This design comes from an exercise in tuning for small area, a short achievable clock period and few clock cycles per item on the open sky130 flow, not from production work. Only simulation tests tie the RTL to the original design; equivalence was not proved. Power figures rest on the tool's default switching activity, not on a simulated workload.

File: run.sh
#!/bin/bash
# synth_recipe.tcl (not shown) runs the flow's synth.tcl, then flattens the netlist and writes it again
# the make line also repeats each setting of config.mk as NAME=value (left out here)
make -C /OpenROAD-flow-scripts/flow DESIGN_CONFIG=/design/flow/config.mk WORK_HOME=/design/flow/orfs CLKGATE_MAP_FILE= SYNTH_SCRIPT=/design/flow/synth_recipe.tcl finish
File: config.mk
export PLATFORM = sky130hd
export DESIGN_NAME = k_way_sorted_merge_unit
export DESIGN_NICKNAME = k_way_sorted_merge_unit
export VERILOG_FILES = /design/flow/design.v
export SDC_FILE = /design/flow/constraint.sdc
export NUM_CORES = 4
export LEC_CHECK = 0
export CAP_MARGIN = 20
export CORE_MARGIN = 2
export CORE_UTILIZATION = 40
export SLEW_MARGIN = 20
export SYNTH_MEMORY_MAX_BITS = 8192
File: constraint.sdc
create_clock -name core_clock -period 10.0 [get_ports {clock}]
set_input_delay 2.0000 -clock core_clock [delete_from_list [all_inputs] [get_ports {clock}]]
set_output_delay 2.0000 -clock core_clock [all_outputs]
set_load 0.01 [all_outputs]
File: design.v
package kwm_pkg;
   typedef enum logic [1:0] {
      ST_IDLE,
      ST_SCAN,
      ST_DRAIN,
      ST_COMMIT
   } state_type;
   typedef enum logic {
      OP_LOAD = 1'b0,
      OP_PULL = 1'b1
   } op_type;
   typedef enum logic {
      CSR_ROW_COUNT  = 1'b0,
      CSR_ROW_LENGTH = 1'b1
   } csr_index_type;
   localparam int VALUE_W      = 32;
   localparam int ROW_SEL_W    = 3;
   localparam int COL_SEL_W    = 4;
   localparam int ROW_COUNT_W  = 4;
   localparam int ROW_LENGTH_W = 5;
   localparam int CSR_DATA_W   = 5;
   localparam int REQ_DATA_W   = 40;
   localparam int RSP_DATA_W   = 40;
   localparam int RSP_PAD_W    = RSP_DATA_W - VALUE_W - ROW_SEL_W;
   localparam logic [ROW_COUNT_W-1:0]  ROW_COUNT_RESET  = 4'd8;
   localparam logic [ROW_LENGTH_W-1:0] ROW_LENGTH_RESET = 5'd16;
   typedef struct packed {
      logic clear;
      logic valid;
      logic live;
   } cand_ctl_type;
endpackage
module kwm_ram #(
   parameter int WIDTH = 32,
   parameter int DEPTH = 128
) (
   input  logic                     clock,
   input  logic                     we,
   input  logic [$clog2(DEPTH)-1:0] waddr,
   input  logic [WIDTH-1:0]         wdata,
   input  logic [$clog2(DEPTH)-1:0] raddr,
   output logic [WIDTH-1:0]         rdata
);
   logic [WIDTH-1:0] mem [DEPTH];
   logic [WIDTH-1:0] rdata_ff;
   always_ff @(posedge clock) begin
      if (we) begin
         mem[waddr] <= wdata;
      end
      rdata_ff <= mem[raddr];
   end
   assign rdata = rdata_ff;
endmodule
module kwm_min_unit #(
   parameter int ROW_W  = 3,
   parameter int HEAD_W = 5,
   parameter int REM_W  = 8
) (
   input  logic                                clock,
   input  logic                                reset,
   input  kwm_pkg::cand_ctl_type               cand_ctl,
   input  logic signed [kwm_pkg::VALUE_W-1:0]  cand_value,
   input  logic [ROW_W-1:0]                    cand_row,
   input  logic [HEAD_W-1:0]                   cand_head,
   input  logic [HEAD_W-1:0]                   cand_remain,
   output logic                                found,
   output logic signed [kwm_pkg::VALUE_W-1:0]  best_value,
   output logic [ROW_W-1:0]                    best_row,
   output logic [HEAD_W-1:0]                   best_head,
   output logic [REM_W-1:0]                    remain
);
   logic                               found_ff, found_in;
   logic [REM_W-1:0]                   remain_ff, remain_in;
   logic signed [kwm_pkg::VALUE_W-1:0] best_value_ff;
   logic [ROW_W-1:0]                   best_row_ff;
   logic [HEAD_W-1:0]                  best_head_ff;
   logic                               live;
   logic                               take;
   always_comb begin
      live      = cand_ctl.valid && cand_ctl.live;
      take      = live && (!found_ff || (cand_value < best_value_ff));
      found_in  = cand_ctl.clear ? 1'b0 : (found_ff || live);
      remain_in = cand_ctl.clear ? '0
                : (live ? remain_ff + REM_W'(cand_remain) : remain_ff);
   end
   always_ff @(posedge clock) begin
      if (reset) begin
         found_ff  <= 1'b0;
         remain_ff <= '0;
      end else begin
         found_ff  <= found_in;
         remain_ff <= remain_in;
      end
   end
   always_ff @(posedge clock) begin
      if (take) begin
         best_value_ff <= cand_value;
         best_row_ff   <= cand_row;
         best_head_ff  <= cand_head;
      end
   end
   assign found      = found_ff;
   assign best_value = best_value_ff;
   assign best_row   = best_row_ff;
   assign best_head  = best_head_ff;
   assign remain     = remain_ff;
endmodule
module k_way_sorted_merge_unit #(
   parameter int MAX_ROWS = 8,
   parameter int MAX_COLS = 16
) (
   input  logic                                clock,
   input  logic                                reset,
   input  logic                                req_tvalid,
   output logic                                req_tready,
   input  logic [kwm_pkg::REQ_DATA_W-1:0]      req_tdata,
   input  logic                                req_tuser,
   output logic                                rsp_tvalid,
   input  logic                                rsp_tready,
   output logic [kwm_pkg::RSP_DATA_W-1:0]      rsp_tdata,
   output logic                                rsp_tlast,
   output logic                                rsp_tuser,
   input  logic                                csr_we,
   input  logic [0:0]                          csr_addr,
   input  logic [kwm_pkg::CSR_DATA_W-1:0]      csr_wdata
);
   localparam int ROW_W   = $clog2(MAX_ROWS);
   localparam int ROWC_W  = $clog2(MAX_ROWS + 1);
   localparam int COL_W   = (MAX_COLS > 1) ? $clog2(MAX_COLS) : 1;
   localparam int HEAD_W  = $clog2(MAX_COLS + 1);
   localparam int STORE_D = MAX_ROWS * (2 ** COL_W);
   localparam int STORE_A = $clog2(STORE_D);
   localparam int REM_W   = $clog2(MAX_ROWS * MAX_COLS + 1);
   kwm_pkg::state_type state_ff, state_in;
   logic [kwm_pkg::ROW_COUNT_W-1:0]  row_count_ff, row_count_in;
   logic [kwm_pkg::ROW_LENGTH_W-1:0] row_length_ff, row_length_in;
   logic [ROWC_W-1:0]                rows_eff;
   logic [HEAD_W-1:0]                len_eff;
   logic [kwm_pkg::ROW_SEL_W-1:0]     req_row_sel;
   logic [kwm_pkg::COL_SEL_W-1:0]     req_column_sel;
   logic [kwm_pkg::VALUE_W-1:0]       req_element_value;
   logic                              req_fire;
   logic                              load_fire;
   logic                              pull_fire;
   logic                              load_ok;
   logic                              issue;
   logic                              commit;
   logic [ROWC_W-1:0]                 iss_ff, iss_in;
   logic [MAX_ROWS-1:0]               valid_ff, valid_in;
   logic [HEAD_W-1:0]                 head_rdata;
   logic                              head_we;
   logic [HEAD_W-1:0]                 head_wdata;
   logic                              store_we;
   logic [STORE_A-1:0]                store_waddr;
   logic [STORE_A-1:0]                store_raddr;
   logic [kwm_pkg::VALUE_W-1:0]       store_rdata;
   logic                              s1_v_ff;
   logic [ROW_W-1:0]                  s1_row_ff;
   logic [HEAD_W-1:0]                 s1_head;
   logic                              s1_live;
   logic                              s2_v_ff;
   logic [ROW_W-1:0]                  s2_row_ff;
   logic [HEAD_W-1:0]                 s2_head_ff;
   logic                              s2_live_ff;
   logic [HEAD_W-1:0]                 s2_remain;
   kwm_pkg::cand_ctl_type             cand_ctl;
   logic                              found;
   logic signed [kwm_pkg::VALUE_W-1:0] best_value;
   logic [ROW_W-1:0]                  best_row;
   logic [HEAD_W-1:0]                 best_head;
   logic [REM_W-1:0]                  remain;
   logic                              rsp_valid_ff, rsp_valid_in;
   logic [kwm_pkg::VALUE_W-1:0]       rsp_value_ff;
   logic [kwm_pkg::ROW_SEL_W-1:0]     rsp_row_ff;
   logic                              rsp_final_ff;
   logic                              rsp_exh_ff;
   assign req_row_sel       = req_tdata[2:0];
   assign req_column_sel    = req_tdata[6:3];
   assign req_element_value = req_tdata[38:7];
   assign req_tready = (state_ff == kwm_pkg::ST_IDLE);
   assign req_fire   = req_tvalid && req_tready;
   assign load_fire  = req_fire && (req_tuser == kwm_pkg::OP_LOAD);
   assign pull_fire  = req_fire && (req_tuser == kwm_pkg::OP_PULL);
   always_comb begin
      rows_eff = (int'(row_count_ff) > MAX_ROWS) ? ROWC_W'(MAX_ROWS) : ROWC_W'(row_count_ff);
      len_eff  = (int'(row_length_ff) > MAX_COLS) ? HEAD_W'(MAX_COLS)
               : HEAD_W'(row_length_ff);
   end
   always_comb begin
      row_count_in  = row_count_ff;
      row_length_in = row_length_ff;
      if (csr_we) begin
         unique case (csr_addr)
            kwm_pkg::CSR_ROW_COUNT:  row_count_in  = csr_wdata[kwm_pkg::ROW_COUNT_W-1:0];
            kwm_pkg::CSR_ROW_LENGTH: row_length_in = csr_wdata;
            default: ;
         endcase
      end
   end
   always_ff @(posedge clock) begin
      if (reset) begin
         row_count_ff  <= kwm_pkg::ROW_COUNT_RESET;
         row_length_ff <= kwm_pkg::ROW_LENGTH_RESET;
      end else begin
         row_count_ff  <= row_count_in;
         row_length_ff <= row_length_in;
      end
   end
   always_comb begin
      state_in = state_ff;
      unique case (state_ff)
         kwm_pkg::ST_IDLE: begin
            if (pull_fire) begin
               state_in = kwm_pkg::ST_SCAN;
            end
         end
         kwm_pkg::ST_SCAN: begin
            if (iss_ff >= rows_eff) begin
               state_in = kwm_pkg::ST_DRAIN;
            end
         end
         kwm_pkg::ST_DRAIN: begin
            if (!s1_v_ff && !s2_v_ff) begin
               state_in = kwm_pkg::ST_COMMIT;
            end
         end
         kwm_pkg::ST_COMMIT: begin
            if (!rsp_valid_ff || rsp_tready) begin
               state_in = kwm_pkg::ST_IDLE;
            end
         end
         default: state_in = kwm_pkg::ST_IDLE;
      endcase
   end
   always_comb begin
      issue  = 1'b0;
      commit = 1'b0;
      unique case (state_ff)
         kwm_pkg::ST_IDLE:   ;
         kwm_pkg::ST_SCAN:   issue  = (iss_ff < rows_eff);
         kwm_pkg::ST_DRAIN:  ;
         kwm_pkg::ST_COMMIT: commit = !rsp_valid_ff || rsp_tready;
         default: ;
      endcase
   end
   always_comb begin
      iss_in = pull_fire ? '0 : (issue ? iss_ff + ROWC_W'(1) : iss_ff);
      valid_in = valid_ff;
      if (load_fire) begin
         valid_in = '0;
      end else if (commit && found) begin
         valid_in[best_row] = 1'b1;
      end
   end
   always_ff @(posedge clock) begin
      if (reset) begin
         state_ff <= kwm_pkg::ST_IDLE;
         iss_ff   <= '0;
         valid_ff <= '0;
         s1_v_ff  <= 1'b0;
         s2_v_ff  <= 1'b0;
      end else begin
         state_ff <= state_in;
         iss_ff   <= iss_in;
         valid_ff <= valid_in;
         s1_v_ff  <= issue;
         s2_v_ff  <= s1_v_ff;
      end
   end
   assign load_ok = (int'(req_row_sel) < MAX_ROWS) && (int'(req_column_sel) < MAX_COLS);
   assign store_we    = load_fire && load_ok;
   assign store_waddr = {ROW_W'(req_row_sel), COL_W'(req_column_sel)};
   assign head_we    = commit && found;
   assign head_wdata = best_head + HEAD_W'(1);
   kwm_ram #(
      .WIDTH (HEAD_W),
      .DEPTH (MAX_ROWS)
   ) u_head_ram (
      .clock (clock),
      .we    (head_we),
      .waddr (best_row),
      .wdata (head_wdata),
      .raddr (iss_ff[ROW_W-1:0]),
      .rdata (head_rdata)
   );
   always_comb begin
      s1_head     = valid_ff[s1_row_ff] ? head_rdata : '0;
      s1_live     = s1_head < len_eff;
      store_raddr = {s1_row_ff, s1_head[COL_W-1:0]};
   end
   kwm_ram #(
      .WIDTH (kwm_pkg::VALUE_W),
      .DEPTH (STORE_D)
   ) u_store_ram (
      .clock (clock),
      .we    (store_we),
      .waddr (store_waddr),
      .wdata (req_element_value),
      .raddr (store_raddr),
      .rdata (store_rdata)
   );
   always_ff @(posedge clock) begin
      s1_row_ff  <= iss_ff[ROW_W-1:0];
      s2_row_ff  <= s1_row_ff;
      s2_head_ff <= s1_head;
      s2_live_ff <= s1_live;
   end
   assign s2_remain = len_eff - s2_head_ff;
   assign cand_ctl.clear = pull_fire;
   assign cand_ctl.valid = s2_v_ff;
   assign cand_ctl.live  = s2_live_ff;
   kwm_min_unit #(
      .ROW_W  (ROW_W),
      .HEAD_W (HEAD_W),
      .REM_W  (REM_W)
   ) u_min_unit (
      .clock       (clock),
      .reset       (reset),
      .cand_ctl    (cand_ctl),
      .cand_value  (store_rdata),
      .cand_row    (s2_row_ff),
      .cand_head   (s2_head_ff),
      .cand_remain (s2_remain),
      .found       (found),
      .best_value  (best_value),
      .best_row    (best_row),
      .best_head   (best_head),
      .remain      (remain)
   );
   assign rsp_valid_in = commit ? 1'b1 : (rsp_tready ? 1'b0 : rsp_valid_ff);
   always_ff @(posedge clock) begin
      if (reset) begin
         rsp_valid_ff <= 1'b0;
      end else begin
         rsp_valid_ff <= rsp_valid_in;
      end
   end
   always_ff @(posedge clock) begin
      if (commit) begin
         rsp_value_ff <= found ? best_value : '0;
         rsp_row_ff   <= found ? kwm_pkg::ROW_SEL_W'(best_row) : '0;
         rsp_final_ff <= found && (remain == REM_W'(1));
         rsp_exh_ff   <= !found;
      end
   end
   assign rsp_tvalid = rsp_valid_ff;
   assign rsp_tdata  = {{kwm_pkg::RSP_PAD_W{1'b0}}, rsp_row_ff, rsp_value_ff};
   assign rsp_tlast  = rsp_final_ff;
   assign rsp_tuser  = rsp_exh_ff;
endmodule
==> run notes <==
- Result of the run: finished clean
- Share of synthesized area spent on multiplexers: 7.276%
- Worst-case headroom to the max-slew limit: between 8 and 9%
- Across every metal layer, demand over resource in global routing totals a little under a quarter.
- The cell family contributing the most delay on the critical path is compound AO/OA/AOI/OAI gates.
- Area share of xor/xnor cells in the synthesized design: less than 1%
- Final Max Tran Viols: 0
- Area taken by multi-input logic gates: between 30000 and 40000 sq um
- Stage delay of the slowest cell on the critical path: about 1.1 ns
- From synthesis to final layout, the design area changed by 13.19%.
* Class of the worst hold path: reg -> reg
- TritonRoute pass-1 iters: 9
- Summing the areas of all compound-gate instances in the mapped netlist gives a little under a tenth of the synthesized area.
* Place WS: roughly 4.0 ns
* Final Critical Period: between 6 and 7 ns
* Number of enable flip-flop cells after synthesis: roughly 4200
- Summing every instance area after synthesis gives ~170000 sq um.
* Initial antenna violation count: 32
- Number of filler cells placed in the layout: 34750
- Ratio of routed vias to standard cells: ~6.1
* TritonCTS clock tree: yes
* Root Buffer: sky130_fd_sc_hd__clkbuf_16
- Data on the critical path arrives at its endpoint at 7.15 ns.
* Remaining routing DRC violations: 0
- Clock skew on the completed layout was measured at around 0.067 ns.
- The initial utilization of the core area, before any placement, comes to 40.25%.
* Number of global-route vias before repair: roughly 95000
- Buffers from clock root to sink, at most: 4
- ANT nets after route: 0
- Summing all flip-flop and latch instances after layout gives approximately 130000 sq um.
- Slowest cell on crit path: sky130_fd_sc_hd__o22ai_1
* Ordered cell list for the critical path: nor2_2 > buf_4 > a2bb2oi_4 > buf_4 > nand3_4 > inv_6 > a221o_1 > nand2_1 > o22ai_1 > a21oi_1 > nand4_1
- After clock tree synthesis, the setup repair step added 0 buffers.
- Clock latency at the later pin of the worst-skew pair: ~1.0 ns
- Library cell appearing most often on the critical path: sky130_fd_sc_hd__buf_4
* Final Hold Vio Count: 0
- The core region is 413700 sq um.
* RSZ-0062 raised after global routing: false
* Worst Setup Path Type: reg -> reg
* Count of buffering cells on the critical path with inverters included: 3
- Required time worst endpoint: around 11 ns
- For this run, the number of Yosys warnings is 4.
* Adder and majority cell fraction of the synthesized area: less than 1%
- Crit path capture type: flop
- Die boundary width: 649.2 um
- Clock-pin slew was measured on the worst setup and hold paths at roughly 0.06 ns.
- Number of vias after detailed routing: 96280
* Share of flip-flops with an asynchronous set or reset: 0%
* Share of post-route cells with drive strength above 1: a little over an eighth
- Max Cap Violations: 0
- For this design the static power due to leakage is 59.72 nW.
* First-pass GRT wire length: roughly 700000 um
- Routed WL: ~500000 um
- Most frequent cells in the layout: 4213 x sky130_fd_sc_hd__edfxtp_1, 747 x sky130_fd_sc_hd__mux2i_1, 443 x sky130_fd_sc_hd__a211oi_1, 436 x sky130_fd_sc_hd__clkbuf_16, 425 x sky130_fd_sc_hd__a21oi_1
- The H-tree generated during clock tree synthesis spans 5 levels.
- Post-synthesis area per instance: roughly 17 sq um
- Maximum clock frequency: ~0.16 GHz
* Leading cell type in the layout, fill and taps excluded: sky130_fd_sc_hd__edfxtp_1
- Of the total synthesized cell area, the portion taken by AND, OR, NAND and NOR gates is between 4 and 5%.
- Power per cell area: approximately 220 nW/um^2
- Maximum number of pins on one net before global-route repair: ~130
* Share of the cycle needed by the critical path after routing: roughly 62%
* CTS Hold Bufs: 0
* Measured slew at the worst slew-check pin: 1.380 ns
* FF+latch count, synth: ~4300
- For the final routed database, the setup TNS stands at 0 ns.
- For this design the top-level I/O count stands at between 90 and 100.
- Along the worst path, the maximum fanout reaches 57.
- Once detailed placement completed, the half-perimeter wirelength came to roughly 270000 um.
- Synthesis produced a netlist whose cell count is just under 10000.
- Sink count of the clock tree: 4297
- Dominant combinational cell family by area after synthesis: compound AO/OA/AOI/OAI gates
- The share of the Yosys chip area taken by registers is between 70% and 80%.
* Setup violation total in the final timing report: 0
* Resized Gates After CTS: 0
* Total die area: between 400000 and 500000 sq um
- Max rail drop VDD: roughly 0.17 mV
- The worst setup path is launched from a flop.
* Die extent in y: 649.2 um
* RePlAce Congestion: 0.8267
* Number of I/O port buffers: between 80 and 90
- In the final routed layout, each cell accounts on average for roughly 32 um.
- GRT Residual Overflow: 0
* TritonCTS Buffers: about 430
- DRT iter0 DRCs: 12560
* Distinct cells, synth: 77
- The final layout contains 9971 nets.
* Primary flip-flop cell chosen by synthesis mapping: sky130_fd_sc_hd__edfxtp_1
- Placement Rows: approximately 240
* Final critical-path setup slack: between 3 and 4 ns
==> through the flow <==
stage	hold slack [ns]	util, %	std cells	power, mW	instance area, sq um
final	0.3994	45.56	15700	41.20	188500
after global routing	0.4084	45.55	15690	42.33	188500
after CTS	0.4059	45.53	15680	41.31	188400
after detailed placement	0.3940	42.30	14900	25.97	175000
after global placement	0.3900	42.29	14900	25.89	175000
after floorplan	0.3541	-	9736	23.75	166500
==> report_power, final <==
part / internal [mW] / leakage [nW] / switching (mW)
combinational: 1.76 / 14.6 / 3.69
clock: 8.81 / 6.59 / 6.75
sequential: 19.9 / 38.6 / 0.247
total: 30.5 / 59.7 / 10.7
==> kinds of logic (layout without fill, tap and decap cells) <==
kind of cell / Yosys count / after routing
AO/OA/AOI/OAI: 2136 / 2136
adder cells (fa/ha/maj): 60 / 60
buffers and inverters: 767 / 1245
other: 1 / 19
XOR/XNOR: 18 / 18
flip-flops: 4297 / 4297
multiplexers: 988 / 988
AND/OR/NAND/NOR: 1465 / 1465
==> final timing paths <==
path                 from                         to  slack [ns]  cells after the start
max          s1_row_ff[1]    u_store_ram.rdata_ff[9]        3.78                     11
min          s2_row_ff[2]  u_min_unit.best_row_ff[2]        0.40                      0
max reg2reg  s1_row_ff[1]    u_store_ram.rdata_ff[9]        3.78                     11
min reg2reg  s2_row_ff[2]  u_min_unit.best_row_ff[2]        0.40                      0
==> sequential cells by signal, summed over array words and instances (netlist names), 4 cells and up <==
signal and flops:
u_min_unit.best_head_ff 5, valid_ff 8, u_min_unit.best_value_ff 32, rsp_value_ff 32, row_count_ff 4, u_min_unit.remain_ff 8, iss_ff 4, s2_head_ff 5
u_store_ram.rdata_ff 32, u_head_ram.mem 40, u_store_ram.mem 4096, row_length_ff 5, u_head_ram.rdata_ff 5
==> cell type report <==
| type | count | area share, % |
|---|---|---|
| Tap cell | 5474 | 3.634 |
| Multi-Input combinational cell | 4672 | 19.21 |
| Timing Repair Buffer | 399 | 1.881 |
| Clock buffer | 529 | 6.016 |
| Inverter | 60 | 0.1275 |
| Antenna cell | 14 | 0.01859 |
| Sequential cell | 4297 | 68.02 |
| Clock inverter | 257 | 1.091 |
==> worst register-to-register path: stages (launching register included) <==
cell and delay [ns]:
sky130_fd_sc_hd__dfxtp_1 0.75, sky130_fd_sc_hd__nor2_2 0.08, sky130_fd_sc_hd__buf_4 0.35, sky130_fd_sc_hd__a2bb2oi_4 0.41
sky130_fd_sc_hd__buf_4 0.59, sky130_fd_sc_hd__nand3_4 0.77, sky130_fd_sc_hd__inv_6 0.87, sky130_fd_sc_hd__a221o_1 0.32
sky130_fd_sc_hd__nand2_1 0.14, sky130_fd_sc_hd__o22ai_1 1.07, sky130_fd_sc_hd__a21oi_1 0.56, sky130_fd_sc_hd__nand4_1 0.25
==> per-layer routing <==
metal | global-route usage [%] | wire length, um
met1 | 30.92 | 195500
met3 | 4.473 | 49430
met4 | 8.745 | 20670
met2 | 36.71 | 232500
met5 | 0 | 109
==> synthesized netlist by cell type (19+ instances only) <==
cell                        count  area, sq um
sky130_fd_sc_hd__nor2b_1       19        118.9
sky130_fd_sc_hd__o22ai_1      300         1877
sky130_fd_sc_hd__nand4_1       70        437.9
sky130_fd_sc_hd__or3_1         31        193.9
sky130_fd_sc_hd__a22oi_1       40        300.3
sky130_fd_sc_hd__edfxtp_1    4213       126500
sky130_fd_sc_hd__nand3_1      201         1006
sky130_fd_sc_hd__dfxtp_1       84         1682
sky130_fd_sc_hd__nor3_1       385         1927
sky130_fd_sc_hd__a21oi_1      426         2132
sky130_fd_sc_hd__buf_1         69        259.0
sky130_fd_sc_hd__nor2_1       320         1201
sky130_fd_sc_hd__o22a_1       145         1270
sky130_fd_sc_hd__a221o_1       32        320.3
sky130_fd_sc_hd__a21o_1        70        525.5
sky130_fd_sc_hd__a222oi_1      33        330.3
sky130_fd_sc_hd__clkbuf_1     436         1637
sky130_fd_sc_hd__a31o_2        30        262.8
sky130_fd_sc_hd__a211oi_1     443         3326
sky130_fd_sc_hd__o311ai_0      28        245.2
sky130_fd_sc_hd__and3_1        37        231.5
sky130_fd_sc_hd__o21ai_0       79        395.4
sky130_fd_sc_hd__nor3b_1       29        217.7
sky130_fd_sc_hd__buf_4         24        180.2
sky130_fd_sc_hd__o31ai_1       29        217.7
sky130_fd_sc_hd__a22o_1        29        254.0
sky130_fd_sc_hd__mux2_2        70        788.3
sky130_fd_sc_hd__ha_1          58        725.7
sky130_fd_sc_hd__o2111ai_1     30        262.8
sky130_fd_sc_hd__mux4_2       171         3851
sky130_fd_sc_hd__a221oi_1      95        832.1
sky130_fd_sc_hd__o221ai_1     189         1655
sky130_fd_sc_hd__inv_1         55        206.5
sky130_fd_sc_hd__mux2i_1      747         7477
sky130_fd_sc_hd__buf_2        170        850.8
sky130_fd_sc_hd__nand2_1      338         1269
sky130_fd_sc_hd__a31oi_1       96        600.6
Testbench counts, summed over its fixed seeds: cycles 43,328, items 3,096.

==> what the ideal ports hide <==
No port has a modelled driver above. Below, the same layout with a new extraction and two added sets of constraints.
Step 1, drivers: a clkbuf_16 drives clock and a buf_2 each remaining input, both assumed.
Step 2 also shifts input and output timing later by t, the mid clock arrival at the registers, as if the neighbouring blocks saw the same clock.
Slacks: no drivers / after step 1 / after step 2; pairs: no drivers / after step 1.
t, ns: 1.095
setup WS [ns]: 3.775 / 3.775 / 3.775
hold slack, ns: 0.399 / 0.399 / 0.399
latest minus earliest clock arrival (ns): 0.073 / 0.074
slew at the worst register clock pin (ns): 0.07 / 0.07
After both steps this run still meets setup and hold. The setup slack of this run moves by 0.000 ns with the drivers and by 0.000 ns with both steps.
